This design comes from an exercise in tuning for small area, a short achievable clock period and few clock cycles per item on the open sky130 flow, not from production work. Where RTL was checked, it was by simulation tests only, not by an equivalence proof against the original. Power figures rest on the tool's default switching activity, not on a simulated workload.

wip/willow:
## milestone_mac_array
module milestone_mac_array (
    input  logic         Clock_50,
    input  logic         Resetn,
    input  logic         start,
    input  logic         clear,
    input  logic [31:0]  init_value,
    input  logic         in_valid,
    output logic         in_ready,
    input  logic [47:0]  sample,
    input  logic [47:0]  coef,
    input  logic         subtract,
    output logic         out_valid,
    input  logic         out_ready,
    output logic [95:0]  acc_raw,
    output logic [23:0]  result,
    output logic         busy
);
    logic       busy_q;
    logic       acc_st_q;    
    logic       drain_q;     
    logic       fin_q;       
    logic       out_st_q;    
    logic [2:0] tap_cnt_q;
    logic accept;
    logic take;
    logic last_beat;
    logic resolve;           
    assign in_ready  = acc_st_q;
    assign out_valid = out_st_q;
    assign busy      = busy_q;
    assign accept    = in_valid && acc_st_q;
    assign take      = accept && !clear;
    assign last_beat = (tap_cnt_q == 3'd5);
    assign resolve   = fin_q || out_st_q;
    always_ff @(posedge Clock_50 or negedge Resetn) begin
        if (!Resetn) begin
            busy_q    <= 1'b0;
            acc_st_q  <= 1'b0;
            drain_q   <= 1'b0;
            fin_q     <= 1'b0;
            out_st_q  <= 1'b0;
            tap_cnt_q <= '0;
        end else if (clear || (out_st_q && out_ready)) begin
            busy_q    <= 1'b0;
            acc_st_q  <= 1'b0;
            drain_q   <= 1'b0;
            fin_q     <= 1'b0;
            out_st_q  <= 1'b0;
        end else if (!busy_q) begin
            if (start) begin
                busy_q    <= 1'b1;
  ...
For scale: ~320 flip-flops, about 260 I/O pins.
==> flow/config.mk <==
export PLATFORM = sky130hd
export DESIGN_NAME = milestone_mac_array
export DESIGN_NICKNAME = milestone_mac_array
export VERILOG_FILES = /design/flow/design.v
export SDC_FILE = /design/flow/constraint.sdc
export NUM_CORES = 4
export LEC_CHECK = 0
export CAP_MARGIN = 20
export CORE_MARGIN = 2
export CORE_UTILIZATION = 40
export SETUP_SLACK_MARGIN = 5.0
export SLEW_MARGIN = 20
==> flow/constraint.sdc <==
create_clock -name core_clock -period 8.0 [get_ports {Clock_50}]
set_input_delay 1.6000 -clock core_clock [delete_from_list [all_inputs] [get_ports {Clock_50}]]
set_output_delay 1.6000 -clock core_clock [all_outputs]
set_load 0.01 [all_outputs]
run.sh (not shown) runs the stock make flow with config.mk's settings and CLKGATE_MAP_FILE= SYNTH_SCRIPT=/design/flow/synth_recipe.tcl, a recipe that flattens the netlist after the stock synthesis.
No stage failed in wip/willow, and the final checks on the layout all came back clean.
Testbench counts of wip/willow, summed over its fixed seeds: cycles 24,000, items 2,400.
What wip/onyx does differently from wip/willow at the input level:
Settings: SETUP_SLACK_MARGIN changed from 5.0 to 4.5; CORE_UTILIZATION changed from 40 to 60.
[summary]
wip/onyx was carried through to the last stage, and its layout satisfied the timing, design-rule and antenna checks.
Against wip/willow as the reference, wip/onyx delivers a lower quantity of gates resized following cts.
Compared with wip/willow, wip/onyx shows detailed-routed wire length on met3 that has gone up slightly.
The share of the clock period used by the worst path of wip/onyx is higher than that of wip/willow.
Summary — starting density of the core, wip/onyx relative to wip/willow: higher, by 21 points.
Number of cell rows for wip/onyx: 19% down relative to wip/willow
In wip/onyx relative to wip/willow, routed wire length had gone down by a little under 10%.
A capturing element of the worst setup path of result[19] is what wip/willow shows, while result[2] belongs to wip/onyx.
In the tables for wip/onyx and wip/willow, global-route usage reads lower with wip/willow.
Here is what was changed in the inputs of wip/umber compared with wip/onyx.
Settings: CORE_UTILIZATION changed from 60 to 40.
## What came out
Of the two values seen for master of the slowest instance on the critical path, fa_2 was produced by wip/umber and dfxtp_4 by wip/onyx.
Going from wip/onyx to wip/umber, the cell area power density was found to have gone down by 4.6 nW/um^2.
wip/umber has completed all stages; timing, DRC and antenna checks passed.
Between wip/onyx and wip/umber, the worst hold slack across all endpoints figures differ only marginally.
Clock network power share: wip/umber higher than wip/onyx
Wire: wip/umber routes more than wip/onyx
g_ch[0].acc_c[19] as the timing endpoint of the critical path was reported by wip/umber, and result[2] by wip/onyx.
Cell count along the critical path (wip/umber over wip/onyx): increase, 4

milestone_mac_array, a different RTL version from the one above (not shown whole).
Size: about 3,900 cells after synthesis, about 370 flip-flops, ~0.034 sq mm of cells after synthesis.
Design milestone_mac_array, start of the top module:
module milestone_mac_array (
    input  logic         Clock_50,
    input  logic         Resetn,
    input  logic         start,
    input  logic         clear,
    input  logic [31:0]  init_value,
    input  logic         in_valid,
    output logic         in_ready,
    input  logic [47:0]  sample,
    input  logic [47:0]  coef,
    input  logic         subtract,
    output logic         out_valid,
    input  logic         out_ready,
    output logic [95:0]  acc_raw,
    output logic [23:0]  result,
    output logic         busy
);
    logic       busy_q;
    logic       acc_st_q;    
    logic       drain_q;     
    logic       fin_q;       
    logic       out_st_q;    
    logic [2:0] tap_cnt_q;
    logic accept;
    logic take;
    logic last_beat;
    logic resolve;           
    assign in_ready  = acc_st_q;
    assign out_valid = out_st_q;
    assign busy      = busy_q;
  ...
export LEC_CHECK = 0
export ABC_AREA = 1
export CAP_MARGIN = 20
export CORE_MARGIN = 2
export CORE_UTILIZATION = 40
export SETUP_SLACK_MARGIN = 4.8
export SLEW_MARGIN = 20
export BUFFER_PORTS_ARGS = -buffer_cell sky130_fd_sc_hd__buf_4
create_clock -name core_clock -period 8.0 [get_ports {Clock_50}]
standard.sh (not shown) runs the stock make flow with config.mk's settings and CLKGATE_MAP_FILE= SYNTH_SCRIPT=/design/flow/synth_recipe.tcl, a recipe that flattens the netlist after the stock synthesis.
==> flow/flow/run.sh <==
#!/bin/bash
# Standard layout, with the port buffers made from buf_4 cells instead of the
# default choice (a slow delay buffer) so that input and output paths are short.
set -euo pipefail
echo "export BUFFER_PORTS_ARGS = -buffer_cell sky130_fd_sc_hd__buf_4" >> "$FLOW_CONFIG"
bash standard.sh > standard.log 2>&1
Testbench counts at the start, summed over its fixed seeds: cycles 24,000, items 2,400.
Change:
==> flow/run.sh (new file) <==
#!/bin/bash
# synth_recipe.tcl (not shown) runs the flow's synth.tcl, then flattens the netlist and writes it again
# the make line also repeats each setting of config.mk as NAME=value (left out here)
make -C /OpenROAD-flow-scripts/flow DESIGN_CONFIG=/design/flow/config.mk WORK_HOME=/design/flow/orfs CLKGATE_MAP_FILE= SYNTH_SCRIPT=/design/flow/synth_recipe.tcl finish
Settings changed: ABC_AREA 1 to default, BUFFER_PORTS_ARGS -buffer_cell sky130_fd_sc_hd__buf_4 to default, SETUP_SLACK_MARGIN 4.8 to 4.5.
removed: flow/flow/run.sh
removed: flow/standard.sh
Result: Combinational power goes down by 16%; cell area goes down by 14%; die area goes up by 3.0%; sequential power hardly moves.
Change:
==> flow/flow/run.sh (new file) <==
#!/bin/bash
# Standard layout, with the port buffers made from buf_4 cells instead of the
# default choice (a slow delay buffer) so that input and output paths are short.
set -euo pipefail
echo "export BUFFER_PORTS_ARGS = -buffer_cell sky130_fd_sc_hd__buf_4" >> "$FLOW_CONFIG"
bash standard.sh > standard.log 2>&1
==> flow/standard.sh (new file) <==
#!/bin/bash
# synth_recipe.tcl (not shown) runs the flow's synth.tcl, then flattens the netlist and writes it again
# the make line also repeats each setting of config.mk as NAME=value (left out here)
make -C /OpenROAD-flow-scripts/flow DESIGN_CONFIG=/design/flow/config.mk WORK_HOME=/design/flow/orfs CLKGATE_MAP_FILE= SYNTH_SCRIPT=/design/flow/synth_recipe.tcl "${@:-finish}"
Settings changed: BUFFER_PORTS_ARGS from default to -buffer_cell sky130_fd_sc_hd__buf_4, SETUP_SLACK_MARGIN 4.5 to 4.8.
removed: flow/run.sh
Outcome: The changed run went through all stages and came out clean. Non-clock buffer count increases by 114. Hold slack gains 0.021 ns. Design area increases by 3.4%. Wire length increases by 1.6%. Area after synthesis does not change. First-iteration DRC count decreases by 2.9%. Setup slack gains 0.25 ns. Sequential power decreases by about 1%. Critical path depth increases by 7. Clock-buffer cell count decreases by 5. Core utilization increases by 1.6 points.

Another version of the RTL of milestone_mac_array (not shown whole).
Size: ~3300 cells after synthesis, about 260 I/O pins, roughly 0.030 mm^2 of cells after synthesis.
Settings: LEC_CHECK=0, CAP_MARGIN=20, CORE_MARGIN=2, CORE_UTILIZATION=40, SETUP_SLACK_MARGIN=2.5, SLEW_MARGIN=20; clock period 8.0 ns.
run.sh (not shown) runs the stock make flow with config.mk's settings and CLKGATE_MAP_FILE= SYNTH_SCRIPT=/design/flow/synth_recipe.tcl, a recipe that flattens the netlist after the stock synthesis.
Stock flow here: none of the scripts above is used.
The starting point completed without violations.
Edit:
Settings changed: ABC_CLOCK_PERIOD_IN_PS from default to 4000, SETUP_SLACK_MARGIN 2.5 to default.
=> The new run completed without violations; sequential cell count stays the same; final area decreases by a few percent; clock power hardly moves; clock-buffer cell count increases by 2; sequential share of layout area hardly moves.
Edit:
Settings changed: ABC_CLOCK_PERIOD_IN_PS 4000 to default, SETUP_SLACK_MARGIN from default to 4.0.
The changed run completed without violations.
Synthesized cell count is unchanged.
Power goes up by 17%.
Non-clock buffer count came out higher by 277.
Count of clock-buffer cells in the layout came out lower by 1.
Area after synthesis does not change.
Sequential share of layout area is lower by 0.99 points.
Via count went up by 5.9%.
Final area is higher by 15%.
Flip-flop and latch count does not change.
Clock power is about the same.
No functional check of the RTL was part of any run of this note.

[port drivers added, routing unchanged]
The results above use ideal ports. As a check the final layouts listed here were re-extracted and re-timed, cells and wires unchanged.
Step 1 assumes that a clkbuf_16 drives the clock port and a buf_2 every other input.
Step 2 moves the port delays by t, midway between the first and last clock arrival at a register: inputs arrive t later, outputs are due t later. That takes back most of the time a late clock gives input paths.
Three values: no drivers, after step 1, after step 2; two values: the first two.
| run | t, ns | setup slack, ns | clock arrival spread, ns | slew at the worst register clock pin (ns) | pins driven straight from the clock port |
|---|---|---|---|---|---|
| wip/willow | 0.648 | 4.445 / 4.372 / 4.501 | 0.034 / 0.034 | 0.07 / 0.07 | 1 |
| wip/onyx | 0.647 | 4.412 / 4.348 / 4.130 | 0.013 / 0.013 | 0.06 / 0.06 | 1 |
| wip/umber | 0.639 | 4.486 / 4.437 / 4.486 | 0.019 / 0.019 | 0.07 / 0.07 | 1 |
| the first run of note 2 | 0.667 | 4.514 / 4.514 / 4.333 | 0.040 / 0.041 | 0.07 / 0.07 | 1 |
| the second run of note 2 | 0.651 | 4.558 / 4.495 / 4.155 | 0.039 / 0.039 | 0.06 / 0.06 | 1 |
| the third run of note 2 | 0.664 | 4.805 / 4.805 / 4.357 | 0.034 / 0.034 | 0.07 / 0.07 | 1 |
| the first run of note 3 | 0.675 | 2.568 / 2.568 / 2.568 | 0.057 / 0.056 | 0.07 / 0.07 | 1 |
| the second run of note 3 | 0.665 | 1.991 / 1.991 / 1.991 | 0.016 / 0.015 | 0.07 / 0.07 | 1 |
| the third run of note 3 | 0.665 | 2.624 / 2.624 / 2.624 | 0.018 / 0.019 | 0.07 / 0.07 | 1 |
After both steps setup and hold are still met in every run listed. For the third run of note 2, which loses most, drivers alone change the setup slack by 0.000 ns; drivers and shift together by -0.448 ns.
